Context: an optimization exercise on an open-source flow, tuned for small area. The choices shown serve that exercise and are no tape-out recipe.
Function was checked by simulation only, so behaviour that the tests miss may differ from the original.
Power is estimated from default activity; no workload was simulated. No driver is modelled on the clock port, so clocking that relies on it looks cheaper here than on a real chip.

== run 3 ==
Design cpu_top, start of the top module:
module cpu_top (
    input  logic        clk,
    input  logic        reset,
    output logic        mem_valid,
    output logic        mem_write,
    output logic [11:0] mem_address,
    output logic [31:0] mem_wdata,
    input  logic        mem_ready,
    input  logic [31:0] mem_rdata,
    output logic        halted
);
    typedef enum logic [3:0] {
        S_CLR     = 4'd0,    
        S_FETCH   = 4'd1,
        S_BRA     = 4'd2,
        S_LDREQ   = 4'd3,
        S_STREQ   = 4'd4,
        S_HALT    = 4'd5,
        S_SCOPY   = 4'd8,    
        S_STLOAD  = 4'd9,    
        S_SHLOAD  = 4'd10,   
        S_SHALIGN = 4'd11,   
        S_EXEC    = 4'd12,   
        S_SHWRITE = 4'd13    
    } state_t;
    state_t      state;
    logic        run;
    logic [4:0]  ph;
    logic [11:0] pc;
    logic [11:0] a;
    logic [3:0]  dn;
    logic [3:0]  sn;
    logic        immf;
    logic [3:0]  opc;
    logic [31:0] t;
    logic        fz, fn, fe, fp, fc;
    logic [31:0] rf [16];
    logic        ph0, ph31, active, is_pass, wr, clr, fetching, fetch_hs;
    logic [3:0]  raddr;
    logic        rbit, src, res, cin;
    logic        cond_ok, hold, zero_fill, knz, right, is_shift;
    logic [5:0]  phk;
    assign ph0     = (ph == 5'd0);
    assign ph31    = (ph == 5'd31);
    assign active  = run | ph0;
    assign is_pass = state[3];
    assign clr     = (state == S_CLR);
    assign wr      = active & ((state == S_EXEC) | (state == S_SHWRITE));
    assign fetching = (state == S_FETCH) | (wr & ph31);
    assign fetch_hs = fetching & mem_ready;
    assign is_shift = opc[2] & opc[1];
    assign raddr = (state == S_SCOPY) ? sn : dn;
    assign rbit  = rf[raddr][0];
    for (genvar k = 0; k < 16; k++) begin : g_rf
        always_ff @(posedge clk) begin
            if (clr)
                rf[k] <= {1'b0, rf[k][31:1]};
            else if (wr && dn == k)
                rf[k] <= {res, rf[k][31:1]};
            else
                rf[k] <= {rf[k][0], rf[k][31:1]};
        end
    end
  ...
clock: 10.0 ns
lec_check: 0
cap_margin: 20
core_margin: 2
core_utilization: 40
slew_margin: 20
run.sh (not shown) runs the stock make flow with config.mk's settings and CLKGATE_MAP_FILE= SYNTH_SCRIPT=/design/flow/synth_recipe.tcl, a recipe that flattens the netlist after the stock synthesis.
Run 3 reached the end of the flow, and the finished layout is clean on the timing, DRC and antenna checks.
The following lists how run 4 was set up differently from run 3:
==> flow/flow/run.sh (new file) <==
#!/bin/bash
# Standard ORFS layout, with two changes: ports are buffered with the
# smallest buffer, and clock tree synthesis uses larger sink clusters and
# no dummy loads.
set -euo pipefail
export BUFFER_PORTS_ARGS="-buffer_cell sky130_fd_sc_hd__buf_1"
export CTS_ARGS="-sink_clustering_enable -repair_clock_nets -dont_use_dummy_load -sink_clustering_size 30 -sink_clustering_max_diameter 120"
bash standard.sh > flow.log 2>&1
==> flow/standard.sh (new file) <==
#!/bin/bash
# synth_recipe.tcl (not shown) runs the flow's synth.tcl, then flattens the netlist and writes it again
# the make line also repeats each setting of config.mk as NAME=value (left out here)
make -C /OpenROAD-flow-scripts/flow DESIGN_CONFIG=/design/flow/config.mk WORK_HOME=/design/flow/orfs CLKGATE_MAP_FILE= SYNTH_SCRIPT=/design/flow/synth_recipe.tcl "${@:-finish}"
removed: flow/run.sh
Notes after the runs:
Compared with run 3, in run 4 combinational cell fraction of total power now sits higher; fraction of area in multi-input gates now sits higher; global-route wire length before repair now sits lower. Diff run 4 and run 3: net switching share of the total power lower in run 3. Compared with run 3, run 4 shows a higher worst-margin pin slew. Run 3 was larger in final cell area than run 4. Taking run 3 as the reference, in run 4 clock power now sits lower, share of final-layout standard cells stronger than drive strength 1 dropped 4.6 points, power density of the placed cells went down by 29 nW/um^2. Both conditions hold for run 4: the flow ran to the end and the final layout passed the timing, DRC and antenna checks.

Starting RTL as in the previous note.
==> flow/config.mk <==
export PLATFORM = sky130hd
export DESIGN_NAME = cpu_top
export DESIGN_NICKNAME = cpu_top
export VERILOG_FILES = /design/flow/design.v
export SDC_FILE = /design/flow/constraint.sdc
export NUM_CORES = 4
export LEC_CHECK = 0
export CAP_MARGIN = 20
export CORE_MARGIN = 2
export CORE_UTILIZATION = 40
export CTS_CLUSTER_DIAMETER = 80
export CTS_CLUSTER_SIZE = 25
export SLEW_MARGIN = 20
==> flow/constraint.sdc <==
create_clock -name core_clock -period 10.0 [get_ports {clk}]
set_input_delay 2.0000 -clock core_clock [delete_from_list [all_inputs] [get_ports {clk}]]
set_output_delay 2.0000 -clock core_clock [all_outputs]
set_load 0.01 [all_outputs]
Stock flow here: none of the scripts above is used.
==> next run, changes <==
==> flow/flow/run.sh (new file) <==
#!/bin/bash
set -euo pipefail
export BUFFER_PORTS_ARGS="-buffer_cell sky130_fd_sc_hd__buf_1"
export CTS_ARGS="-sink_clustering_enable -repair_clock_nets -dont_use_dummy_load -sink_clustering_size 30 -sink_clustering_max_diameter 80"
bash standard.sh > flow.log 2>&1
==> flow/standard.sh (new file) <==
#!/bin/bash
# synth_recipe.tcl (not shown) runs the flow's synth.tcl, then flattens the netlist and writes it again
# the make line also repeats each setting of config.mk as NAME=value (left out here)
make -C /OpenROAD-flow-scripts/flow DESIGN_CONFIG=/design/flow/config.mk WORK_HOME=/design/flow/orfs CLKGATE_MAP_FILE= SYNTH_SCRIPT=/design/flow/synth_recipe.tcl "${@:-finish}"
CORE_UTILIZATION = 60   (was 40)
CTS_CLUSTER_DIAMETER = default   (was 80)
CTS_CLUSTER_SIZE = default   (was 25)
PLACE_DENSITY = 0.75   (was default)
removed: flow/run.sh
After rerunning:
- The changed run passed the timing, DRC and antenna checks
- setup slack gains 0.37 ns
- count of clock-buffer cells in the layout came out lower by 12
- non-clock buffer count stays the same
- power shrinks by about 5.6%
- final cell count is lower by 12%
==> next run, changes <==
==> flow/run.sh (new file) <==
#!/bin/bash
# synth_recipe.tcl (not shown) runs the flow's synth.tcl, then flattens the netlist and writes it again
# the make line also repeats each setting of config.mk as NAME=value (left out here)
make -C /OpenROAD-flow-scripts/flow DESIGN_CONFIG=/design/flow/config.mk WORK_HOME=/design/flow/orfs CLKGATE_MAP_FILE= SYNTH_SCRIPT=/design/flow/synth_recipe.tcl finish
CORE_UTILIZATION = 40   (was 60)
CTS_BUF_LIST = sky130_fd_sc_hd__clkbuf_4 sky130_fd_sc_hd__clkbuf_8   (was default)
PLACE_DENSITY = default   (was 0.75)
removed: flow/flow/run.sh
removed: flow/standard.sh
The changed run completed without violations.
Die area rose by 49%.
Register-to-register slack loses 0.09 ns.
Cell area rose by 12%.
Wire length rose by about 10%.
Area after synthesis does not change.
Clock-buffer cell count rose by 118.
Core utilization fell by 17 points.
==> next run, changes <==
==> flow/flow/run.sh (new file) <==
#!/bin/bash
# Standard ORFS layout, with two changes: ports are buffered with the
# smallest buffer, and clock tree synthesis uses larger sink clusters and
# no dummy loads.
set -euo pipefail
export BUFFER_PORTS_ARGS="-buffer_cell sky130_fd_sc_hd__buf_1"
export CTS_ARGS="-sink_clustering_enable -repair_clock_nets -dont_use_dummy_load -sink_clustering_size 30 -sink_clustering_max_diameter 120"
bash standard.sh > flow.log 2>&1
==> flow/standard.sh (new file) <==
#!/bin/bash
# synth_recipe.tcl (not shown) runs the flow's synth.tcl, then flattens the netlist and writes it again
# the make line also repeats each setting of config.mk as NAME=value (left out here)
make -C /OpenROAD-flow-scripts/flow DESIGN_CONFIG=/design/flow/config.mk WORK_HOME=/design/flow/orfs CLKGATE_MAP_FILE= SYNTH_SCRIPT=/design/flow/synth_recipe.tcl "${@:-finish}"
ABC_AREA = 1   (was default)
CTS_BUF_LIST = default   (was sky130_fd_sc_hd__clkbuf_4 sky130_fd_sc_hd__clkbuf_8)
removed: flow/run.sh
After rerunning: Routed wire length is lower by 3.7%; non-clock buffer count is lower by 4; synthesized area is higher by 0.74%; worst setup slack gets better by 0.65 ns; final cell count is higher by 3.2%; first-iteration DRC count is higher by 21%; count of clock-buffer cells in the layout is lower by 119; final area is lower by 9.3%; critical path depth is higher by 1; clock skew is higher by 0.019 ns; via count is higher by 2.7%.

[afterwards: timing with drivers on the ports]
How much do the figures lean on ideal ports? The routed layouts below were timed once more, with nothing changed but the port constraints. Step 1 sets driving cells, clkbuf_16 on the clock port and buf_2 on the other inputs (assumed; they add their load-dependent delay and slew). Step 2 moves the port delays by t, midway between the first and last clock arrival at a register: inputs arrive t later, outputs are due t later. That takes back most of the time a late clock gives input paths. Slacks: ideal ports / drivers / drivers and shift; pairs: ideal ports / drivers.
| run | shift t [ns] | slack for setup (ns) | worst hold slack (ns) | worst setup path after step 2 | cell pins on the clock port's net |
|---|---|---|---|---|---|
| run 3 | 0.603 | 4.692 / 4.641 / 5.206 | 0.316 / 0.316 / 0.316 | input to register | 1 |
| run 4 | 0.593 | 4.875 / 4.823 / 5.020 | 0.318 / 0.318 / 0.318 | register to register | 1 |
| the first run of note 2 | 0.619 | 4.679 / 4.628 / 5.226 | 0.325 / 0.325 / 0.325 | input to register | 1 |
| the second run of note 2 | 0.582 | 5.053 / 5.003 / 5.306 | 0.301 / 0.301 / 0.301 | register to register | 1 |
| the third run of note 2 | 0.639 | 4.647 / 4.601 / 5.194 | 0.318 / 0.318 / 0.318 | input to register | 1 |
| the fourth run of note 2 | 0.587 | 5.297 / 5.250 / 5.836 | 0.313 / 0.313 / 0.313 | register to output | 1 |
After both steps setup and hold are still met in every run listed.
